What follows belongs to an exercise in optimizing a design on an open flow for small area, a short achievable clock period and few clock cycles; a production flow would make more cautious choices.
The RTL was checked by simulation tests, not by an equivalence proof against the original design.

==> design.v <==
`timescale 1ns / 1ps
package sspc_pkg;
    localparam int PULSE_BITS      = 12;
    localparam int ANGLE_FRAC_BITS = 4;
    localparam int PULSE_W   = PULSE_BITS;
    localparam int DEG_W     = 10;
    localparam int ANGLE_W   = 14;
    localparam int DIR_W     = 2;
    localparam int REQ_W     = 3;
    localparam int CFG_IDX_W = 3;
    localparam int CFG_DAT_W = 12;
    localparam int SCL_W   = (ANGLE_W > DEG_W + ANGLE_FRAC_BITS) ? ANGLE_W
                                                                  : DEG_W + ANGLE_FRAC_BITS;
    localparam int X_W     = SCL_W + 1;
    localparam int DEN_W   = DEG_W + 1 + ANGLE_FRAC_BITS;
    localparam int PDIFF_W = PULSE_W + 1;
    localparam int OP_A_W  = (X_W > PULSE_W + 1) ? X_W : PULSE_W + 1;
    localparam int OP_B_W  = (PDIFF_W > DEN_W) ? PDIFF_W : DEN_W;
    localparam int OP_W    = (OP_A_W > OP_B_W) ? OP_A_W : OP_B_W;
    localparam int PROD_W  = 2 * OP_W;
    localparam int NUM_W   = PROD_W + 1;
    localparam int DIV_W   = NUM_W - 1;
    localparam int REM_W   = DEN_W + 1;
    localparam int CNT_W   = $clog2(DIV_W + 1);
    localparam logic signed [DEG_W-1:0] DEG_LOW_RST   = 10'sd0;
    localparam logic signed [DEG_W-1:0] DEG_HIGH_RST  = 10'sd180;
    localparam logic signed [DEG_W-1:0] HOME_DEG_RST  = 10'sd90;
    localparam logic [PULSE_W-1:0]      PLS_LOW_RST   = PULSE_W'(150);
    localparam logic [PULSE_W-1:0]      PLS_HIGH_RST  = PULSE_W'(600);
    localparam logic [PULSE_W-1:0]      STEP_RST      = PULSE_W'(5);
    localparam logic [PULSE_W-1:0]      PULSE_RST     = PULSE_W'(375);
    typedef enum logic [REQ_W-1:0] {
        REQ_TICK   = 3'd0,
        REQ_ABS    = 3'd1,
        REQ_REL    = 3'd2,
        REQ_ROTATE = 3'd3,
        REQ_STOP   = 3'd4,
        REQ_HOME   = 3'd5
    } t_req;
    typedef enum logic [CFG_IDX_W-1:0] {
        CFG_DEG_LOW  = 3'd0,
        CFG_DEG_HIGH = 3'd1,
        CFG_PLS_LOW  = 3'd2,
        CFG_PLS_HIGH = 3'd3,
        CFG_STEP     = 3'd4,
        CFG_HOME_DEG = 3'd5
    } t_cfg_idx;
    typedef enum logic [2:0] {
        ST_IDLE,
        ST_MUL_NUM,
        ST_MUL_OFS,
        ST_PREP,
        ST_DIV,
        ST_POST,
        ST_OUT
    } t_state;
endpackage
`timescale 1ns / 1ps
import sspc_pkg::*;
module servo_slew_position_controller
(
    input  logic                        i_clk,
    input  logic                        i_rst_n,
    input  logic                        i_in_valid,
    output logic                        o_in_stall,
    input  logic [sspc_pkg::REQ_W-1:0] i_req_type,
    input  logic signed [sspc_pkg::ANGLE_W-1:0] i_angle,
    input  logic signed [sspc_pkg::DIR_W-1:0] i_direction,
    output logic                        o_out_valid,
    input  logic                        i_out_stall,
    output logic [sspc_pkg::PULSE_W-1:0] o_pulse_width,
    output logic [sspc_pkg::PULSE_W-1:0] o_target_width,
    output logic                        o_pwm_write,
    input  logic                        i_cfg_valid,
    output logic                        o_cfg_ready,
    input  logic [sspc_pkg::CFG_IDX_W-1:0] i_cfg_index,
    input  logic [sspc_pkg::CFG_DAT_W-1:0] i_cfg_data
);
    sspc_pkg::t_state                       r_state, n_state;
    logic signed [DEG_W-1:0]      r_deg_low, r_deg_high, r_home;
    logic [PULSE_W-1:0]           r_pls_low, r_pls_high, r_step;
    logic [PULSE_W-1:0]           r_cur, n_cur, r_tgt, n_tgt;
    logic                         r_wr, n_wr;
    logic                         r_rel, n_rel;
    logic signed [X_W-1:0]        r_x, n_x;
    logic signed [DEN_W-1:0]      r_den, n_den;
    logic signed [NUM_W-1:0]      r_num, n_num, r_prod, n_prod;
    logic                         r_neg, n_neg;
    logic [REM_W-1:0]             r_rem, n_rem;
    logic [DIV_W-1:0]             r_quo, n_quo;
    logic [CNT_W-1:0]             r_cnt, n_cnt;
    logic                         deg_ok;
    logic signed [X_W-1:0]        ang_x, dl_x, hd_x;
    logic signed [DEN_W-1:0]      den_c;
    logic signed [PDIFF_W-1:0]    pdiff;
    logic signed [OP_W-1:0]       mul_a, mul_b;
    logic signed [PROD_W-1:0]     mul_p;
    logic signed [NUM_W-1:0]      sum, q_s, pl_s, ph_s, clamp_lo, rel_s;
    logic [REM_W-1:0]             trial;
    logic signed [PULSE_W:0]      diff;
    logic [PULSE_W-1:0]           mag;
    assign o_cfg_ready    = 1'b1;
    assign o_in_stall     = (r_state != ST_IDLE);
    assign o_out_valid    = (r_state == ST_OUT);
    assign o_pulse_width  = r_cur;
    assign o_target_width = r_tgt;
    assign o_pwm_write    = r_wr;
    always_ff @(posedge i_clk) begin
        if (!i_rst_n) begin
            r_deg_low  <= DEG_LOW_RST;
            r_deg_high <= DEG_HIGH_RST;
            r_pls_low  <= PLS_LOW_RST;
            r_pls_high <= PLS_HIGH_RST;
            r_step     <= STEP_RST;
            r_home     <= HOME_DEG_RST;
        end else if (i_cfg_valid) begin
            case (i_cfg_index)
                CFG_DEG_LOW:  r_deg_low  <= $signed(i_cfg_data[DEG_W-1:0]);
                CFG_DEG_HIGH: r_deg_high <= $signed(i_cfg_data[DEG_W-1:0]);
                CFG_PLS_LOW:  r_pls_low  <= i_cfg_data[PULSE_W-1:0];
                CFG_PLS_HIGH: r_pls_high <= i_cfg_data[PULSE_W-1:0];
                CFG_STEP:     r_step     <= i_cfg_data[PULSE_W-1:0];
                CFG_HOME_DEG: r_home     <= $signed(i_cfg_data[DEG_W-1:0]);
                default: ;
            endcase
        end
    end
    always_ff @(posedge i_clk) begin
        if (!i_rst_n) begin
            r_state <= ST_IDLE;
            r_cur   <= PULSE_RST;
            r_tgt   <= PULSE_RST;
            r_wr    <= 1'b0;
        end else begin
            r_state <= n_state;
            r_cur   <= n_cur;
            r_tgt   <= n_tgt;
            r_wr    <= n_wr;
        end
    end
    always_ff @(posedge i_clk) begin
        r_rel  <= n_rel;
        r_x    <= n_x;
        r_den  <= n_den;
        r_num  <= n_num;
        r_prod <= n_prod;
        r_neg  <= n_neg;
        r_rem  <= n_rem;
        r_quo  <= n_quo;
        r_cnt  <= n_cnt;
    end
    always_comb begin
        if (r_state == ST_MUL_NUM) begin
            mul_a = OP_W'(r_x);
            mul_b = OP_W'(pdiff);
        end else begin
            mul_a = $signed(OP_W'(r_pls_low));
            mul_b = OP_W'(r_den);
        end
    end
    assign mul_p = mul_a * mul_b;
    assign deg_ok = (r_deg_high != r_deg_low);
    assign ang_x  = X_W'(i_angle);
    assign dl_x   = X_W'(r_deg_low) <<< ANGLE_FRAC_BITS;
    assign hd_x   = X_W'(r_home) <<< ANGLE_FRAC_BITS;
    assign den_c  = ((DEN_W'(r_deg_high)) - (DEN_W'(r_deg_low))) <<< ANGLE_FRAC_BITS;
    assign pdiff  = $signed({1'b0, r_pls_high}) - $signed({1'b0, r_pls_low});
    assign sum    = r_num + r_prod;
    assign trial  = {r_rem[REM_W-2:0], r_quo[DIV_W-1]};
    assign q_s    = r_neg ? -$signed({1'b0, r_quo}) : $signed({1'b0, r_quo});
    assign pl_s   = $signed(NUM_W'(r_pls_low));
    assign ph_s   = $signed(NUM_W'(r_pls_high));
    assign clamp_lo = (q_s < pl_s) ? pl_s : q_s;
    assign rel_s  = q_s + $signed(NUM_W'(r_tgt));
    assign diff   = $signed({1'b0, r_tgt}) - $signed({1'b0, r_cur});
    assign mag    = diff[PULSE_W] ? PULSE_W'(-diff) : diff[PULSE_W-1:0];
    always_comb begin
        n_state = r_state;
        n_cur   = r_cur;
        n_tgt   = r_tgt;
        n_wr    = r_wr;
        n_rel   = r_rel;
        n_x     = r_x;
        n_den   = r_den;
        n_num   = r_num;
        n_prod  = r_prod;
        n_neg   = r_neg;
        n_rem   = r_rem;
        n_quo   = r_quo;
        n_cnt   = r_cnt;
        case (r_state)
            ST_IDLE: begin
                if (i_in_valid) begin
                    n_wr    = 1'b0;
                    n_state = ST_OUT;
                    n_den   = den_c;
                    case (i_req_type)
                        REQ_TICK: begin
                            n_wr = 1'b1;
                            if (mag <= r_step) begin
                                n_cur = r_tgt;
                            end else if (!diff[PULSE_W]) begin
                                n_cur = r_cur + r_step;
                            end else begin
                                n_cur = r_cur - r_step;
                            end
                        end
                        REQ_ABS: begin
                            n_rel = 1'b0;
                            n_x   = ang_x - dl_x;
                            if (deg_ok) begin
                                n_state = ST_MUL_NUM;
                            end
                        end
                        REQ_REL: begin
                            n_rel = 1'b1;
                            n_x   = ang_x;
                            if (deg_ok) begin
                                n_state = ST_MUL_NUM;
                            end
                        end
                        REQ_HOME: begin
                            n_rel = 1'b0;
                            n_x   = hd_x - dl_x;
                            if (deg_ok) begin
                                n_state = ST_MUL_NUM;
                            end
                        end
                        REQ_ROTATE: begin
                            if (i_direction[DIR_W-1]) begin
                                n_tgt = r_pls_low;
                            end else if (i_direction != '0) begin
                                n_tgt = r_pls_high;
                            end else begin
                                n_tgt = r_cur;
                            end
                        end
                        REQ_STOP: begin
                            n_tgt = r_cur;
                        end
                        default: ;
                    endcase
                end
            end
            ST_MUL_NUM: begin
                if (r_den < 0) begin
                    n_num = -(NUM_W'(mul_p));
                    n_den = -r_den;
                end else begin
                    n_num = NUM_W'(mul_p);
                end
                n_state = ST_MUL_OFS;
            end
            ST_MUL_OFS: begin
                n_prod  = r_rel ? '0 : NUM_W'(mul_p);
                n_state = ST_PREP;
            end
            ST_PREP: begin
                n_neg   = sum < 0;
                n_quo   = sum < 0 ? DIV_W'(-sum) : DIV_W'(sum);
                n_rem   = '0;
                n_cnt   = CNT_W'(DIV_W);
                n_state = ST_DIV;
            end
            ST_DIV: begin
                if (trial >= {1'b0, r_den}) begin
                    n_rem = trial - {1'b0, r_den};
                    n_quo = {r_quo[DIV_W-2:0], 1'b1};
                end else begin
                    n_rem = trial;
                    n_quo = {r_quo[DIV_W-2:0], 1'b0};
                end
                n_cnt = r_cnt - 1'b1;
                if (r_cnt == CNT_W'(1)) begin
                    n_state = ST_POST;
                end
            end
            ST_POST: begin
                if (r_rel) begin
                    if (rel_s < 0) begin
                        n_tgt = '0;
                    end else if (rel_s > $signed(NUM_W'({PULSE_W{1'b1}}))) begin
                        n_tgt = '1;
                    end else begin
                        n_tgt = rel_s[PULSE_W-1:0];
                    end
                end else begin
                    n_tgt = (clamp_lo > ph_s) ? r_pls_high : clamp_lo[PULSE_W-1:0];
                end
                n_state = ST_OUT;
            end
            ST_OUT: begin
                if (!i_out_stall) begin
                    n_state = ST_IDLE;
                end
            end
            default: begin
                n_state = ST_IDLE;
            end
        endcase
    end
endmodule
==> run.sh <==
#!/bin/bash
# synth_recipe.tcl (not shown) runs the flow's synth.tcl, then flattens the netlist and writes it again
# the make line also repeats each setting of config.mk as NAME=value (left out here)
make -C /OpenROAD-flow-scripts/flow DESIGN_CONFIG=/design/flow/config.mk WORK_HOME=/design/flow/orfs CLKGATE_MAP_FILE= SYNTH_SCRIPT=/design/flow/synth_recipe.tcl finish
==> config.mk <==
export PLATFORM = sky130hd
export DESIGN_NAME = servo_slew_position_controller
export DESIGN_NICKNAME = servo_slew_position_controller
export VERILOG_FILES = /design/flow/design.v
export SDC_FILE = /design/flow/constraint.sdc
export NUM_CORES = 4
export LEC_CHECK = 0
export CAP_MARGIN = 20
export CORE_MARGIN = 2
export CORE_UTILIZATION = 40
export SLEW_MARGIN = 20
==> constraint.sdc <==
create_clock -name core_clock -period 11.0 [get_ports {i_clk}]
set_input_delay 2.2000 -clock core_clock [delete_from_list [all_inputs] [get_ports {i_clk}]]
set_output_delay 2.2000 -clock core_clock [all_outputs]
set_load 0.01 [all_outputs]
==> summary.txt <==
## worst register-to-register path, delay by kind of cell (launching register included)
| family | cells | cell delay, ns |
|---|---|---|
| adder cells (fa/ha/maj) | 8 | 3.76 |
| AO/OA/AOI/OAI | 15 | 3.66 |
| AND/OR/NAND/NOR | 6 | 1.56 |
| buffers and inverters | 6 | 0.60 |
| flip-flops | 1 | 0.32 |
| XOR/XNOR | 1 | 0.10 |
## cell usage after synthesis (all sizes together) (16+ instances only)
| library cell | number |
|---|---|
| and2 | 53 |
| nor2 | 288 |
| o21a | 34 |
| a21o | 66 |
| dfxtp | 94 |
| nand4 | 28 |
| o21ai | 135 |
| inv | 409 |
| nand3 | 68 |
| mux2i | 47 |
| o31ai | 27 |
| a21oi | 260 |
| xnor2 | 165 |
| clkbuf | 106 |
| a31oi | 33 |
| nand2b | 35 |
| o211ai | 35 |
| a211oi | 17 |
| edfxtp | 141 |
| or2 | 24 |
| xor2 | 65 |
| a21boi | 16 |
| ha | 239 |
| nor3 | 61 |
| and3 | 24 |
| nor4 | 21 |
| fa | 229 |
| nand2 | 405 |
| nor2b | 42 |
## state kept, by name, summed over array words and instances, names as in the netlist
signal,count
r_step,12
r_cnt,5
r_pls_high,12
r_pls_low,12
r_home,10
r_wr,1
r_prod,30
r_quo,30
r_x,15
r_tgt,12
r_num,31
r_rem,15
r_cur,12
r_neg,1
r_deg_low,10
r_state,3
r_rel,1
r_deg_high,10
r_den,13
## layout by cell type (no fill, tap or decap), drive strengths merged, types with 9 or more instances in the layout
cell type      instances
a21boi                16
a21o                  66
nor2b                 42
o21a                  34
dfxtp                 94
a211oi                17
o41ai                 12
o21ai                135
o211ai                35
nand2                405
nor4                  21
inv                  413
nor2                 288
mux2i                 47
nand3                 68
ha                   239
edfxtp               141
nor3                  61
xor2                  65
or4                    9
o21bai                15
xnor2                165
a31oi                 33
and2                  53
and3                  24
buf                   47
nand4                 28
nand3b                 9
mux2                  11
or3                   15
nand2b                35
o22ai                 10
or2                   24
clkdlybuf4s50         65
fa                   229
clkbuf                45
a21oi                260
o31ai                 27
a2111oi                9
## through the flow
step	instances	utilization [%]
after detailed placement	4305	42.8
after floorplan	3374	-
after global placement	4303	42.8
after CTS	4363	44.3
after global routing	4363	44.3
final	4363	44.3
## repair_timing
action | CTS | global route
setup endpoints to repair | 0 | 5
hold buffers | 0 | 0
resized for setup | 0 | 4
buffers inserted | 0 | 0
## layout make-up
type,instances,area [um2],area share (%)
multi-input cells,2608,20100,64.9
flip-flops and latches,235,6120,19.7
inverters,410,1550,4.99
well taps,940,1180,3.80
repair buffers,112,1010,3.25
clock buffers,45,862,2.78
clock inverters,13,160,0.517
## final timing paths
path                startpoint      endpoint  cells past startpoint
hold reg to reg   r_deg_low[9]  r_deg_low[9]                      2
setup reg to reg  r_pls_low[2]     r_num[29]                     36
hold / removal    r_deg_low[9]  r_deg_low[9]                      2
setup / recovery  r_pls_low[2]     r_num[29]                     36
## cell families after synthesis
logic type                 Yosys count  share of synthesized area (%)
DFF                                235                           21.7
and+or+nand+nor                   1108                           18.2
other                                2                         0.0266
AOI/OAI and AO/OA                  741                           16.8
muxes                               58                           2.11
xor gates and xnor gates           230                           7.15
buffers and inverters              531                           7.15
adders and majority gates          468                           26.9
## routing by layer
metal	vias up	wire [um]
met3	107	6050
met1	11600	38000
met4	0	1870
met5	-	0
met2	720	36400
li1	11600	-
==> results by group <==
GRT
  • Met3 Resource Use GR: 3.65%
  • M2 GR Usage: 34.3%
  • Vias in the first global route: 22600
  • Top Usage Layer GRT: met2
  • GRT Residual Overflow: 0
  • GR Util All Layers: 22.1%
  • Met1 Use GR: 32.2%
  • First-pass GRT wire length: 128000 um
  • Initial antenna violation count: 0
  • Largest net degree at the start of global routing: 76

Placement
  • Post-DP HPWL: 66500 um
  • IO buf count: 65
  • Final GP Congestion: 0.929
  • DP Area: 29900 um2
  • Pre-CTS WS: 0.639 ns

Layout
  • Area Growth Syn to Fin: 9.88%
  • Fillers: 7078
  • Final instance area: 31000 um2
  • Layout cells sized above 1: 4.79%
  • Layout Nets: 3905
  • Ant diodes: 0

Floorplanning
  • Io pins: 67
  • Core Area: 69900 um2
  • Die width: 269 um
  • DIE HEIGHT: 269 um
  • Initial core utilization: 40.3%
  • Standard-cell row count: 97
  • Die Footprint: 72600 um2

Worst setup path
  • Crit path max fanout: 12
  • WP data arrival: 10.60 ns
  • Cell mode on critical path: fa_1
  • WP buf/inv: 6
  • Top delay family on crit path: adder cells
  • WS Path Type: reg -> reg
  • Worst R2R Setup Slack: 0.70 ns
  • Crit path capture type: flip-flop
  • CP peak stage delay: 0.60 ns
  • Worst EP required: 11.31 ns
  • Slowest cell on the critical path: or4_1
  • Worst setup SP type: flip-flop

Clock tree
  • TritonCTS Buffers: 31
  • Root Driver: clkbuf_16
  • CTS clk-pin slew, worst paths: 0.06 ns
  • H-tree levels: 1
  • CTS max path bufs: 3
  • Clk sinks: 235
  • Worst-Skew Late Latency: 0.62 ns
  • CTS tree: yes

Logic synthesis
  • Synth unique cells: 89
  • Synth Instances: 3373
  • Most used DFF post-synth: edfxtp_1
  • Synthesized cell area: 28200 um2
  • Syn. warnings: 1
  • Ys async rst share: 0%
  • Sequential area share after synthesis: 21.7%
  • Largest area contributor in the netlist: fa_1
  • Synth Register Bits: 235
  • Post-synth top area share: 16.3%
  • Post-Syn Area per Cell: 8.36 um2
  • Synth area leaders: fa_1, edfxtp_1, ha_1
  • Number of synthesized flops with an enable pin: 141

STA
  • Setup_tns: 0 ns
  • Setup WS post-layout: 0.702 ns
  • Slew HR: 26.8%
  • Unrepaired setup endpoints after global routing: no
  • Fin. Hold Viols: 0
  • Worst-case clock skew: 0.0575 ns
  • Worst slew pin tran: 1.09 ns
  • Final setup fails: 0
  • Final hold slack: 0.454 ns
  • Slew Viols, Final: 0
  • Max Fclk: 97.1 MHz
  • Tcrit/Tclk final: 93.6%
  • Crit path time final: 10.30 ns

Route
  • Routed wire per std cell: 18.9 um
  • Drt initial violations: 1974
  • DRC viols: 0
  • Antenna-violating nets left: 0
  • Via density: 5.49
  • TritonRoute pass-1 iters: 6
  • Routed WL: 82300 um
  • Via count: 23900

Flow run
  • Max-Cap Viols: 0

Status
  • Status: finished clean

Min path
  • HP Class: reg -> reg
Testbench counts, summed over its fixed seeds: cycles 112,796.

-- separate check: timing with driven ports --
How much do the figures lean on ideal ports? The routed layout below was timed once more, with nothing changed but the port constraints. Step 1 (the two cells are an assumption about what drives the block):
set clk [get_ports {i_clk}]
set_driving_cell -lib_cell sky130_fd_sc_hd__clkbuf_16 $clk
set_driving_cell -lib_cell sky130_fd_sc_hd__buf_2 [delete_from_list [all_inputs] $clk]
Step 2 moves the port delays by t, midway between the first and last clock arrival at a register: inputs arrive t later, outputs are due t later. That takes back most of the time a late clock gives input paths. a / b / c = ideal ports / drivers / drivers and shift; a / b = the first two.
t (ns): 0.642
slack for setup (ns): 0.702 / 0.702 / 0.702
worst register clock-pin slew, ns: 0.06 / 0.06
After both steps this run still meets setup and hold. The setup slack of this run moves by 0.000 ns with the drivers and by 0.000 ns with both steps.
